This design comes from an exercise in tuning for small area, a short achievable clock period and few clock cycles on the open sky130 flow, not from production work.
In this exercise RTL edits were held to simulation tests only and were not proved equivalent to the original.
Power is estimated from default activity; no workload was simulated.

==> 08-10 <==
Design window_mac5_acc, start of the top module:
module window_mac5_acc #(
  parameter int WORD_WIDTH = window_mac5_acc_pkg::DEF_WORD_WIDTH,
  parameter int FRAC_BITS  = window_mac5_acc_pkg::DEF_FRAC_BITS,
  parameter int CNT_WIDTH  = 8
) (
  input  logic                  clk,
  input  logic                  rst,
  input  logic                  w_load,
  input  logic [2:0]            w_idx,
  input  logic [WORD_WIDTH-1:0] w_data,
  input  logic                  start,
  input  logic [CNT_WIDTH-1:0]  acc_len,
  input  logic                  in_valid,
  input  logic [WORD_WIDTH-1:0] data_in_0,
  input  logic [WORD_WIDTH-1:0] data_in_1,
  input  logic [WORD_WIDTH-1:0] data_in_2,
  input  logic [WORD_WIDTH-1:0] data_in_3,
  input  logic [WORD_WIDTH-1:0] data_in_4,
  output logic                  busy,
  output logic                  out_valid,
  output logic [WORD_WIDTH-1:0] out_data
);
  localparam int XW = WORD_WIDTH + 3;             
  localparam int SW = 2 * WORD_WIDTH + CNT_WIDTH + 2;   
  localparam logic [CNT_WIDTH-1:0] DONE_CNT = CNT_WIDTH'(-6);
  logic [4:0][WORD_WIDTH-1:0] weight;
  logic [4:0][WORD_WIDTH-1:0] window;
  logic [4:0][XW-1:0] x_sum;
  logic [4:0] ring;
  logic [XW-1:0] xr, x_sel;
  logic [WORD_WIDTH-1:0] w_sel;
  logic [WORD_WIDTH/2-1:0] one, two, neg, one_r, two_r, neg_r;
  logic [SW-1:0] acc_s, acc_c, in_s, in_c, nxt_s, nxt_c, total;
  logic [4:0][XW-1:0] x_keep, x_add, x_nxt;
  logic [CNT_WIDTH-1:0] cnt;
  logic accum;
  logic go, accept, last, fire;
  ...
==> module window_mac5_acc, before the edit <==
module window_mac5_acc #(
  parameter int WORD_WIDTH = window_mac5_acc_pkg::DEF_WORD_WIDTH,
  parameter int FRAC_BITS  = window_mac5_acc_pkg::DEF_FRAC_BITS,
  parameter int CNT_WIDTH  = 8
) (
  input  logic                  clk,
  input  logic                  rst,
  input  logic                  w_load,
  input  logic [2:0]            w_idx,
  input  logic [WORD_WIDTH-1:0] w_data,
  input  logic                  start,
  input  logic [CNT_WIDTH-1:0]  acc_len,
  input  logic                  in_valid,
  input  logic [WORD_WIDTH-1:0] data_in_0,
  input  logic [WORD_WIDTH-1:0] data_in_1,
  input  logic [WORD_WIDTH-1:0] data_in_2,
  input  logic [WORD_WIDTH-1:0] data_in_3,
  input  logic [WORD_WIDTH-1:0] data_in_4,
  output logic                  busy,
  output logic                  out_valid,
  output logic [WORD_WIDTH-1:0] out_data
);
  localparam int XW = WORD_WIDTH + 3;             
  localparam int SW = 2 * WORD_WIDTH + CNT_WIDTH + 2;   
  localparam logic [CNT_WIDTH-1:0] DONE_CNT = CNT_WIDTH'(-6);
  logic [4:0][WORD_WIDTH-1:0] weight;
  logic [4:0][WORD_WIDTH-1:0] window;
  logic [4:0][XW-1:0] x_sum;
  logic [4:0] ring;
  logic [XW-1:0] xr, x_sel;
  logic [WORD_WIDTH-1:0] w_sel;
  logic [WORD_WIDTH/2-1:0] one, two, neg, one_r, two_r, neg_r;
  logic [SW-1:0] acc_s, acc_c, in_s, in_c, nxt_s, nxt_c, total;
  logic [4:0][XW-1:0] x_keep, x_add, x_nxt;
  logic [CNT_WIDTH-1:0] cnt;
  logic accum;
  logic go, accept, last, fire;
  logic [SW-FRAC_BITS-1:0] rounded;
  logic [WORD_WIDTH-1:0] result;
  assign window = {data_in_4, data_in_3, data_in_2, data_in_1, data_in_0};
  assign go = !busy && start && acc_len != '0;
  assign accept = accum && in_valid;
  assign last = accept && cnt == CNT_WIDTH'(1);
  assign fire = busy && !accum && cnt == DONE_CNT;
  always_comb begin
    x_sel = '0;
    w_sel = '0;
    for (int i = 0; i < 5; i++) begin
      x_sel = x_sel | ({XW{ring[i]}} & x_sum[i]);
      w_sel = w_sel | ({WORD_WIDTH{ring[i]}} & weight[i]);
    end
  end
  booth_enc u_enc (
    .w(w_sel),
    .one(one),
    .two(two),
    .neg(neg)
  );
  assign in_s = busy ? acc_s : SW'(1 << (FRAC_BITS - 1));
  assign in_c = busy ? acc_c : '0;
  mac_cs u_mac (
    .one(one_r),
    .two(two_r),
    .neg(neg_r),
    .x(xr),
    .ss(in_s),
    .sc(in_c),
    .ns(nxt_s),
    .nc(nxt_c)
  );
  cpa_acc u_total (
    .a(acc_s),
    .b(acc_c),
    .y(total)
  );
  assign rounded = total[SW-1:FRAC_BITS];
  always_comb begin
    if (&rounded[SW-FRAC_BITS-1:WORD_WIDTH-1] || ~|rounded[SW-FRAC_BITS-1:WORD_WIDTH-1])
      result = rounded[WORD_WIDTH-1:0];
    else
      result = {rounded[SW-FRAC_BITS-1], {(WORD_WIDTH-1){~rounded[SW-FRAC_BITS-1]}}};
  end
  for (genvar i = 0; i < 5; i++) begin : g_tap
    assign x_keep[i] = (busy && !ring[i]) ? x_sum[i] : XW'(0);
    assign x_add[i] = accept ? XW'($signed(window[i])) : XW'(0);
    cpa_x u_add (
      .a(x_keep[i]),
      .b(x_add[i]),
      .y(x_nxt[i])
    );
  end
  always_ff @(posedge clk) begin
    x_sum <= x_nxt;
    xr <= (busy && !rst) ? x_sel : '0;
    one_r <= one;
    two_r <= two;
    neg_r <= neg;
    acc_s <= nxt_s;
    acc_c <= nxt_c;
    cnt <= busy ? cnt - CNT_WIDTH'(!accum || in_valid) : acc_len;
    if (rst) begin
      ring <= 5'b00001;
      busy <= 1'b0;
      accum <= 1'b0;
      out_valid <= 1'b0;
      out_data <= '0;
      for (int i = 0; i < 5; i++) weight[i] <= '0;
    end else begin
      ring <= {ring[3:0], ring[4]};
      busy <= busy ? !fire : go;
      accum <= accum ? !last : go;
      out_valid <= fire;
      if (fire) out_data <= result;
      if (!busy && w_load && w_idx < 3'd5) weight[w_idx] <= w_data;
    end
  end
endmodule
Settings: LEC_CHECK=0, CAP_MARGIN=20, CORE_MARGIN=2, CORE_UTILIZATION=40, SETUP_SLACK_MARGIN=0.3, SLEW_MARGIN=20; clock period 7.5 ns.
run.sh (not shown) runs the stock make flow with config.mk's settings and CLKGATE_MAP_FILE= SYNTH_SCRIPT=/design/flow/synth_recipe.tcl, a recipe that flattens the netlist after the stock synthesis.
==> inputs of 03-03, as changes to 08-10 <==
--- a/flow/design.v
+++ b/flow/design.v
@@ -1284,4 +1284,6 @@
   logic [CNT_WIDTH-1:0] cnt;
   logic accum;
+  logic idle, busy_nx;
+  logic [4:0] ring_nx, keep;
   logic go, accept, last, fire;
   logic [SW-FRAC_BITS-1:0] rounded;
@@ -1292,4 +1294,6 @@
   assign last = accept && cnt == CNT_WIDTH'(1);
   assign fire = busy && !accum && cnt == DONE_CNT;
+  assign busy_nx = busy ? !fire : go;
+  assign ring_nx = {ring[3:0], ring[4]};
   always_comb begin
     x_sel = '0;
@@ -1306,6 +1310,4 @@
     .neg(neg)
   );
-  assign in_s = busy ? acc_s : SW'(1 << (FRAC_BITS - 1));
-  assign in_c = busy ? acc_c : '0;
   mac_cs u_mac (
     .one(one_r),
@@ -1313,14 +1315,10 @@
     .neg(neg_r),
     .x(xr),
-    .ss(in_s),
-    .sc(in_c),
+    .ss(acc_s),
+    .sc(acc_c),
     .ns(nxt_s),
     .nc(nxt_c)
   );
-  cpa_acc u_total (
-    .a(acc_s),
-    .b(acc_c),
-    .y(total)
-  );
+  assign total = acc_s + acc_c;
   assign rounded = total[SW-1:FRAC_BITS];
   always_comb begin
@@ -1331,24 +1329,22 @@
   end
   for (genvar i = 0; i < 5; i++) begin : g_tap
-    assign x_keep[i] = (busy && !ring[i]) ? x_sum[i] : XW'(0);
+    assign x_keep[i] = keep[i] ? x_sum[i] : XW'(0);
     assign x_add[i] = accept ? XW'($signed(window[i])) : XW'(0);
-    cpa_x u_add (
-      .a(x_keep[i]),
-      .b(x_add[i]),
-      .y(x_nxt[i])
-    );
+    assign x_nxt[i] = x_keep[i] + x_add[i];
   end
   always_ff @(posedge clk) begin
     x_sum <= x_nxt;
-    xr <= (busy && !rst) ? x_sel : '0;
+    xr <= (idle || rst) ? '0 : x_sel;
     one_r <= one;
     two_r <= two;
     neg_r <= neg;
-    acc_s <= nxt_s;
-    acc_c <= nxt_c;
+    acc_s <= idle ? SW'(1 << (FRAC_BITS - 1)) : nxt_s;
+    acc_c <= idle ? '0 : nxt_c;
+    keep <= (busy_nx && !rst) ? ~ring_nx : '0;
     cnt <= busy ? cnt - CNT_WIDTH'(!accum || in_valid) : acc_len;
     if (rst) begin
       ring <= 5'b00001;
       busy <= 1'b0;
+      idle <= 1'b1;
       accum <= 1'b0;
       out_valid <= 1'b0;
@@ -1356,6 +1352,7 @@
       for (int i = 0; i < 5; i++) weight[i] <= '0;
     end else begin
-      ring <= {ring[3:0], ring[4]};
-      busy <= busy ? !fire : go;
+      ring <= ring_nx;
+      busy <= busy_nx;
+      idle <= !busy_nx;
       accum <= accum ? !last : go;
       out_valid <= fire;
==> summary of the runs <==
Clock skew: 08-10 is lower than 03-03 (0.65 ps). Between 08-10 and 03-03, the lower hold slack is in 03-03 (gap 34 ps). Between 08-10 and 03-03, the lower core utilization is in 03-03 (gap 0.31 points). Via count: 08-10 is smaller than 03-03 (11%). Against 03-03, the clock power of 08-10 is lower by about 2%. Fmax: 03-03 is larger than 08-10 (about 7%). Of 03-03 and 08-10, 03-03 has the higher global-route usage (gap 0.69 points). Sequential power is about the same in 03-03 and 08-10. Between 08-10 and 03-03, the lower sequential share of layout area is in 03-03 (gap 0.99 points). In 08-10 the cell area is lower than in 03-03, by 5.7%.
==> figures <==
metric                                                                            03-03                 08-10
CTS buffer count                                                                     41                    40
Met3 wirelength from detailed routing                                           4370 µm               3440 µm
Reg-to-reg startpoint                                                  accum$_SDFF_PP0_      acc_s[5]$_DFF_P_
Non-Filler Cell Area, Final                                                  28,200 µm²            26,600 µm²
Count of non-CTS inverters in the layout                                            298                   226
Setup Crit Path Kind                                          primary input to register  register to register
Transition at the pin with the smallest max-transition slack                    1110 ps               1030 ps
Count of multi-input combinational gates                                          2,004                 1,784
Placed wire-length estimate after detailed placement                          48,800 µm             44,800 µm
Result of the run                                      no timing/DRC/antenna violations  no timing/DRC/antenna violations
Global routing met1 resource utilization                                          28.1%                 28.0%
Worst IR drop on VDD                                                           0.139 mV              0.138 mV
Startpoint type of the worst setup path                                   primary input              register
Adder and majority cell fraction of the synthesized area                          22.1%                 25.2%
Power Internal                                                                  3.68 mW               3.72 mW
Nets in the synthesized netlist                                                   3,265                 2,977
Leakage Power                                                                   11.9 nW               11.5 nW
Share of synthesized area occupied by flip-flops and latches                      27.3%                 28.6%
Part of the power in combinational logic                                          20.4%                 24.7%
Vias post-DR                                                                     20,148                17,929
Area taken by multi-input logic gates                                        16,400 µm²            15,200 µm²
Post-detailed-route via-to-cell ratio                                              5.45                  5.37
Testbench counts of 08-10, summed over its fixed seeds: cycles 16,757.
Testbench counts of 03-03, summed over its fixed seeds: cycles 16,757.

## port drivers added, routing unchanged
In the flow no input, the clock included, has a driving cell. The finished layouts below were timed again as built, in two steps. Step 1 assumes that a clkbuf_16 drives the clock port and a buf_2 every other input. Step 2 moves the port delays by t, midway between the first and last clock arrival at a register: inputs arrive t later, outputs are due t later. That takes back most of the time a late clock gives input paths. Slacks: no drivers / after step 1 / after step 2; pairs: no drivers / after step 1.
| run | t (ns) | slack for setup (ns) | worst setup path after step 2 | worst register clock-pin slew, ns |
|---|---|---|---|---|
| 08-10 | 0.621 | 2.497 / 2.497 / 1.980 | input to register | 0.06 / 0.06 |
| 03-03 | 0.635 | 2.835 / 2.871 / 2.237 | input to register | 0.06 / 0.06 |
After both steps setup and hold are still met in every run listed. The setup slack of 03-03, which loses most, moves by +0.036 ns with the drivers and by -0.598 ns with both steps.
